What follows belongs to an exercise in optimizing a design on an open flow for small area, a short achievable clock period and few clock cycles per item; a production flow would make more cautious choices.
At most, simulation tests tie the RTL to the original design; equivalence was not proved.
Power is estimated from default activity; no workload was simulated.

==> flow/design.v <==
package sbfr_pkg;
  localparam int FRAME_BYTES_DEF = 121;
  localparam int SLOTS_DEF       = 3;
  localparam logic [7:0] MARKER_RESET = 8'hB0;
  localparam int SLOT_W      = 2;
  localparam int IN_TDATA_W  = 16;
  localparam int OUT_TDATA_W = 40;
  localparam int PAIRS = FRAME_BYTES_DEF / 2;
  function automatic logic [6:0] inc7(input logic [6:0] x);
    logic c;
    c = 1'b1;
    for (int i = 0; i < 7; i++) begin
      inc7[i] = x[i] ^ c;
      c       = c & x[i];
    end
  endfunction
endpackage
module sbfr_frame_mem #(
  parameter int PAIRS = 60
) (
  input  logic             clk,
  input  logic [PAIRS-1:0] tsel,
  input  logic             step_a,    
  input  logic             step_b,    
  input  logic             wr_odd,
  input  logic             wr_last,
  input  logic [7:0]       wdata,
  output logic [15:0]      tail,
  output logic [7:0]       last
);
  logic [15:0] pos [PAIRS];
  logic [7:0]  last_r;
  always_ff @(posedge clk) begin
    if (tsel[0] ? step_a : step_b) pos[0][7:0] <= wdata;
    if (wr_odd) pos[0][15:8] <= wdata;
    for (int p = 1; p < PAIRS; p++) begin
      if (tsel[p] ? step_a : step_b) pos[p] <= pos[p-1];
    end
    if (wr_last) last_r <= wdata;
  end
  assign tail = pos[PAIRS-1];
  assign last = last_r;
endmodule
module sbfr_readout (
  input  logic        clk,
  input  logic        rst_n,
  input  logic        load,         
  input  logic [1:0]  slot,
  input  logic        last,
  input  logic [15:0] pair,         
  output logic        out_tvalid,
  input  logic        out_tready,
  output logic [39:0] out_tdata,
  output logic        out_tlast
);
  localparam int EW = 4 * 6 + 2 + 2;
  function automatic logic [5:0] hex6(input logic [3:0] n, input logic zero);
    logic ge;
    logic [3:0] lo;
    ge = n[3] && (n[2] || n[1]);
    lo = ge ? (n + 4'd7) : n;
    if (zero) hex6 = 6'b0;
    else      hex6 = {ge, !ge, lo};
  endfunction
  function automatic logic [7:0] chr(input logic [5:0] c);
    chr = {1'b0, c[5], c[4], c[4], c[3:0]};
  endfunction
  logic          o_v;
  logic [EW-1:0] o_e;
  always_ff @(posedge clk) begin
    if (!rst_n) o_v <= 1'b0;
    else        o_v <= load || (o_v && !out_tready);
  end
  always_ff @(posedge clk) begin
    if (load) o_e <= {!last, last, slot,
                      hex6(pair[7:4], 1'b0), hex6(pair[3:0], 1'b0),
                      hex6(pair[15:12], last), hex6(pair[11:8], last)};
  end
  assign out_tvalid = o_v;
  assign out_tlast  = o_e[EW-2];
  assign out_tdata  = {3'b000, o_e[EW-1], o_e[EW-2], 1'b0,
                       chr(o_e[23:18]), chr(o_e[17:12]), chr(o_e[11:6]), chr(o_e[5:0]),
                       o_e[25:24]};
endmodule
module start_byte_frame_reassembler #(
  parameter int FRAME_BYTES = sbfr_pkg::FRAME_BYTES_DEF,
  parameter int SLOTS       = sbfr_pkg::SLOTS_DEF
) (
  input  logic                   clk,
  input  logic                   rst_n,
  input  logic                   cfg_wr_en,
  input  logic [7:0]             cfg_wr_data,
  input  logic                   in_tvalid,
  output logic                   in_tready,
  input  logic [sbfr_pkg::IN_TDATA_W-1:0]  in_tdata,
  input  logic                   in_tuser,
  input  logic                   in_tlast,
  output logic                   out_tvalid,
  input  logic                   out_tready,
  output logic [sbfr_pkg::OUT_TDATA_W-1:0] out_tdata,
  output logic                   out_tlast
);
  localparam int NP = sbfr_pkg::PAIRS;    
  logic [7:0] marker_r;
  always_ff @(posedge clk) begin
    if (!rst_n)         marker_r <= sbfr_pkg::MARKER_RESET;
    else if (cfg_wr_en) marker_r <= cfg_wr_data;
  end
  typedef struct packed {
    logic       func;
    logic [2:0] oh;
    logic [7:0] data;
    logic       cf;
    logic       cl;
    logic       eq;
  } item_t;
  item_t pin_item, ir, sk;
  logic  ir_v, sk_v, rdy_r;
  logic  go, take, accept;
  assign pin_item = {in_tuser,
                     in_tdata[1:0] == 2'd2, in_tdata[1:0] == 2'd1, in_tdata[1:0] == 2'd0,
                     in_tdata[9:2], in_tdata[10], in_tlast,
                     in_tdata[9:2] == marker_r};
  assign in_tready = rdy_r;
  assign accept    = in_tvalid && rdy_r;
  assign take      = !ir_v || go;
  always_ff @(posedge clk) begin
    if (!rst_n) begin
      ir_v  <= 1'b0;
      sk_v  <= 1'b0;
      rdy_r <= 1'b1;
    end else if (take) begin
      ir_v  <= !rdy_r || accept;
      sk_v  <= 1'b0;
      rdy_r <= 1'b1;
    end else begin
      sk_v  <= !rdy_r || accept;
      rdy_r <= rdy_r && !accept;
    end
  end
  always_ff @(posedge clk) begin
    if (take)  ir <= rdy_r ? pin_item : sk;
    if (rdy_r) sk <= pin_item;
  end
  logic [2:0] q0, q1, q2;
  logic       head_v, rd_step, klast, last_rd, wdec;
  logic [6:0] fill_r [3];
  logic [2:0] hunt_r, full_r, allow_r;
  logic h, par, fl, al;
  logic restart, drop, wr, even, complete, wevn;
  always_comb begin
    h   = |(ir.oh & hunt_r);
    fl  = |(ir.oh & full_r);
    al  = |(ir.oh & (allow_r | (q0 & {3{rd_step}})));
    par = (ir.oh[0] && fill_r[0][0]) || (ir.oh[1] && fill_r[1][0]) || (ir.oh[2] && fill_r[2][0]);
    restart  = ir.cf && ir.eq;
    drop     = !ir.cf && h && !ir.eq;
    wr       = (|ir.oh) && !ir.func && !drop;
    even     = restart || !par;
    complete = wr && !restart && fl;
    wevn     = wr && even && !complete;
  end
  assign go = ir_v && !(wr && even && !al);
  always_ff @(posedge clk) begin
    if (!rst_n) begin
      for (int s = 0; s < 3; s++) fill_r[s] <= '0;
      hunt_r <= '0;
      full_r <= '0;
    end else begin
      for (int s = 0; s < 3; s++) begin
        if (go && ir.oh[s]) begin
          if (ir.func) begin
            fill_r[s] <= '0;
            hunt_r[s] <= 1'b0;
            full_r[s] <= 1'b0;
          end else if (drop) begin
            hunt_r[s] <= !ir.cl;
          end else if (complete) begin
            fill_r[s] <= '0;
            hunt_r[s] <= !ir.cl;
            full_r[s] <= 1'b0;
          end else if (restart) begin
            fill_r[s] <= 7'd1;
            hunt_r[s] <= 1'b0;
            full_r[s] <= 1'b0;
          end else begin
            fill_r[s] <= sbfr_pkg::inc7(fill_r[s]);
            hunt_r[s] <= 1'b0;
            full_r[s] <= (fill_r[s] == 7'd119);
          end
        end
      end
    end
  end
  logic [2:0] w_we, w_wo, w_cmp;
  logic [7:0] w_d;
  always_ff @(posedge clk) begin
    if (!rst_n) begin
      w_we  <= '0;
      w_wo  <= '0;
      w_cmp <= '0;
    end else begin
      w_we  <= (go && wevn) ? ir.oh : 3'b000;
      w_wo  <= (go && wr && !even) ? ir.oh : 3'b000;
      w_cmp <= (go && complete) ? ir.oh : 3'b000;
    end
  end
  always_ff @(posedge clk) w_d <= ir.data;
  logic [2:0] inq;
  logic [5:0] k_eng;      
  logic [5:0] j_eng;      
  logic       dnz;        
  logic       e1;         
  assign head_v  = |q0;
  assign rd_step = head_v && (!out_tvalid || out_tready);
  assign klast   = (k_eng == 6'(NP));
  assign last_rd = rd_step && klast;
  assign wdec    = go && wevn && (|(ir.oh & q0));
  logic [2:0] q0_n, q1_n, q2_n, inq_n;
  logic       dnz_n;
  always_comb begin
    q0_n = q0;
    q1_n = q1;
    q2_n = q2;
    if (last_rd) begin
      q0_n = q1;
      q1_n = q2;
      q2_n = 3'b000;
    end
    if (w_cmp != 3'b000) begin
      if (q0_n == 3'b000)      q0_n = w_cmp;
      else if (q1_n == 3'b000) q1_n = w_cmp;
      else                     q2_n = w_cmp;
    end
    inq_n = w_cmp | (inq & ~(last_rd ? q0 : 3'b000));
    if (last_rd)               dnz_n = 1'b0;
    else if (rd_step && !wdec) dnz_n = 1'b1;
    else if (!rd_step && wdec) dnz_n = !e1;
    else                       dnz_n = dnz;
  end
  always_ff @(posedge clk) begin
    if (!rst_n) begin
      q0      <= '0;
      q1      <= '0;
      q2      <= '0;
      inq     <= '0;
      k_eng   <= '0;
      j_eng   <= '0;
      dnz     <= 1'b0;
      e1      <= 1'b0;
      allow_r <= 3'b111;
    end else begin
      q0  <= q0_n;
      q1  <= q1_n;
      q2  <= q2_n;
      inq <= inq_n;
      dnz <= dnz_n;
      if (last_rd) begin
        k_eng <= '0;
        j_eng <= '0;
        e1    <= 1'b0;
      end else begin
        if (rd_step) k_eng <= 6'(sbfr_pkg::inc7({1'b0, k_eng}));
        if (wdec)    j_eng <= 6'(sbfr_pkg::inc7({1'b0, j_eng}));
        case ({rd_step, wdec})
          2'b10:   e1 <= !dnz;
          2'b01:   e1 <= (k_eng == j_eng + 6'd2);
          default: e1 <= e1;
        endcase
      end
      for (int s = 0; s < 3; s++) begin
        allow_r[s] <= !(go && complete && ir.oh[s]) && (!inq_n[s] || (q0_n[s] && dnz_n));
      end
    end
  end
  logic [NP-1:0] teng;
  logic [15:0]   tail [3];
  logic [7:0]    lastb [3];
  always_comb begin
    for (int p = 0; p < NP; p++) teng[p] = (6'(p) < k_eng);
  end
  for (genvar s = 0; s < 3; s++) begin : g_lane
    sbfr_frame_mem #(.PAIRS(NP)) u_lane (
      .clk    (clk),
      .tsel   (teng),
      .step_a (w_we[s]),
      .step_b ((rd_step && q0[s]) || (w_we[s] && !inq[s])),
      .wr_odd (w_wo[s]),
      .wr_last(w_cmp[s]),
      .wdata  (w_d),
      .tail   (tail[s]),
      .last   (lastb[s])
    );
  end
  logic [15:0] rd_pair;
  logic [1:0]  rd_slot;
  always_comb begin
    rd_pair = '0;
    for (int s = 0; s < 3; s++) begin
      if (q0[s]) rd_pair = rd_pair | (klast ? {8'h00, lastb[s]} : tail[s]);
    end
    rd_slot = {q0[2], q0[1]};
  end
  sbfr_readout u_readout (
    .clk       (clk),
    .rst_n     (rst_n),
    .load      (rd_step),
    .slot      (rd_slot),
    .last      (klast),
    .pair      (rd_pair),
    .out_tvalid(out_tvalid),
    .out_tready(out_tready),
    .out_tdata (out_tdata),
    .out_tlast (out_tlast)
  );
endmodule
Settings: LEC_CHECK=0, CAP_MARGIN=20, CORE_MARGIN=2, CORE_UTILIZATION=40, CTS_BUF_LIST=sky130_fd_sc_hd__clkbuf_8, CTS_CLUSTER_DIAMETER=50, CTS_CLUSTER_SIZE=16, SETUP_SLACK_MARGIN=3.3, SLEW_MARGIN=20; clock period 6.0 ns.
run.sh (not shown) runs the stock make flow with config.mk's settings and CLKGATE_MAP_FILE= SYNTH_SCRIPT=/design/flow/synth_recipe.tcl, a recipe that flattens the netlist after the stock synthesis.
Testbench counts at the start, summed over its fixed seeds: cycles 31,989, items 30,995.
Rerun with:
--- a/flow/design.v
+++ b/flow/design.v
@@ -4,18 +4,10 @@
   localparam logic [7:0] MARKER_RESET = 8'hB0;
   localparam int SLOT_W      = 2;
   localparam int IN_TDATA_W  = 16;
   localparam int OUT_TDATA_W = 40;
   localparam int PAIRS = FRAME_BYTES_DEF / 2;
-  function automatic logic [6:0] inc7(input logic [6:0] x);
-    logic c;
-    c = 1'b1;
-    for (int i = 0; i < 7; i++) begin
-      inc7[i] = x[i] ^ c;
-      c       = c & x[i];
-    end
-  endfunction
 endpackage
 module sbfr_frame_mem #(
   parameter int PAIRS = 60
 ) (
   input  logic             clk,
@@ -140,20 +132,18 @@
   end
   always_ff @(posedge clk) begin
     if (take)  ir <= rdy_r ? pin_item : sk;
     if (rdy_r) sk <= pin_item;
   end
-  logic [2:0] q0, q1, q2;
-  logic       head_v, rd_step, klast, last_rd, wdec;
   logic [6:0] fill_r [3];
   logic [2:0] hunt_r, full_r, allow_r;
   logic h, par, fl, al;
   logic restart, drop, wr, even, complete, wevn;
   always_comb begin
     h   = |(ir.oh & hunt_r);
     fl  = |(ir.oh & full_r);
-    al  = |(ir.oh & (allow_r | (q0 & {3{rd_step}})));
+    al  = |(ir.oh & allow_r);
     par = (ir.oh[0] && fill_r[0][0]) || (ir.oh[1] && fill_r[1][0]) || (ir.oh[2] && fill_r[2][0]);
     restart  = ir.cf && ir.eq;
     drop     = !ir.cf && h && !ir.eq;
     wr       = (|ir.oh) && !ir.func && !drop;
     even     = restart || !par;
@@ -182,11 +172,11 @@
           end else if (restart) begin
             fill_r[s] <= 7'd1;
             hunt_r[s] <= 1'b0;
             full_r[s] <= 1'b0;
           end else begin
-            fill_r[s] <= sbfr_pkg::inc7(fill_r[s]);
+            fill_r[s] <= fill_r[s] + 7'd1;
             hunt_r[s] <= 1'b0;
             full_r[s] <= (fill_r[s] == 7'd119);
           end
         end
       end
@@ -204,15 +194,17 @@
       w_wo  <= (go && wr && !even) ? ir.oh : 3'b000;
       w_cmp <= (go && complete) ? ir.oh : 3'b000;
     end
   end
   always_ff @(posedge clk) w_d <= ir.data;
+  logic [2:0] q0, q1, q2;
   logic [2:0] inq;
   logic [5:0] k_eng;      
   logic [5:0] j_eng;      
   logic       dnz;        
   logic       e1;         
+  logic       head_v, rd_step, klast, last_rd, wdec;
   assign head_v  = |q0;
   assign rd_step = head_v && (!out_tvalid || out_tready);
   assign klast   = (k_eng == 6'(NP));
   assign last_rd = rd_step && klast;
   assign wdec    = go && wevn && (|(ir.oh & q0));
@@ -258,12 +250,12 @@
       if (last_rd) begin
         k_eng <= '0;
         j_eng <= '0;
         e1    <= 1'b0;
       end else begin
-        if (rd_step) k_eng <= 6'(sbfr_pkg::inc7({1'b0, k_eng}));
-        if (wdec)    j_eng <= 6'(sbfr_pkg::inc7({1'b0, j_eng}));
+        if (rd_step) k_eng <= k_eng + 6'd1;
+        if (wdec)    j_eng <= j_eng + 6'd1;
         case ({rd_step, wdec})
           2'b10:   e1 <= !dnz;
           2'b01:   e1 <= (k_eng == j_eng + 6'd2);
           default: e1 <= e1;
         endcase
After rerunning:
- The new run completed with no timing, DRC or antenna violations
- synthesized cell count grows slightly
- worst setup slack loses 240 ps
- hold slack is about the same
- non-clock buffer count shrinks by 31
- global-route usage shrinks by 1.4 points
- cell area shrinks slightly
- die area is about the same
- maximum frequency shrinks by a little under a tenth
- via count shrinks slightly
- wire length shrinks by roughly a tenth
- total power barely changes
Only the layout flow was run in the second run of this note; the RTL was not checked for function there.

-- re-timing with driven ports --
The flow's constraints put no driver on any port. The routed layouts listed below were extracted and timed again, unchanged, in two steps. Step 1 (the two cells are an assumption about what drives the block):
set clk [get_ports {clk}]
set_driving_cell -lib_cell sky130_fd_sc_hd__clkbuf_16 $clk
set_driving_cell -lib_cell sky130_fd_sc_hd__buf_2 [delete_from_list [all_inputs] $clk]
Step 2 times the ports against the registers' clock, not the clock port: input delays grow and output delays shrink by t, the midpoint of the rising clock arrivals with the driver on. a / b / c = ideal ports / drivers / drivers and shift; a / b = the first two.
run | t, ns | setup slack, ns | worst hold slack (ns) | worst data-port slew with drivers (ns)
the first run | 1.044 | 3.221 / 3.144 / 2.511 | 0.346 / 0.346 / 0.346 | 0.08
the second run | 1.024 | 2.985 / 2.985 / 2.305 | 0.348 / 0.348 / 0.348 | 0.08
After both steps setup and hold are still met in every run listed. For the first run, which loses most, drivers alone change the setup slack by -0.077 ns; drivers and shift together by -0.710 ns.
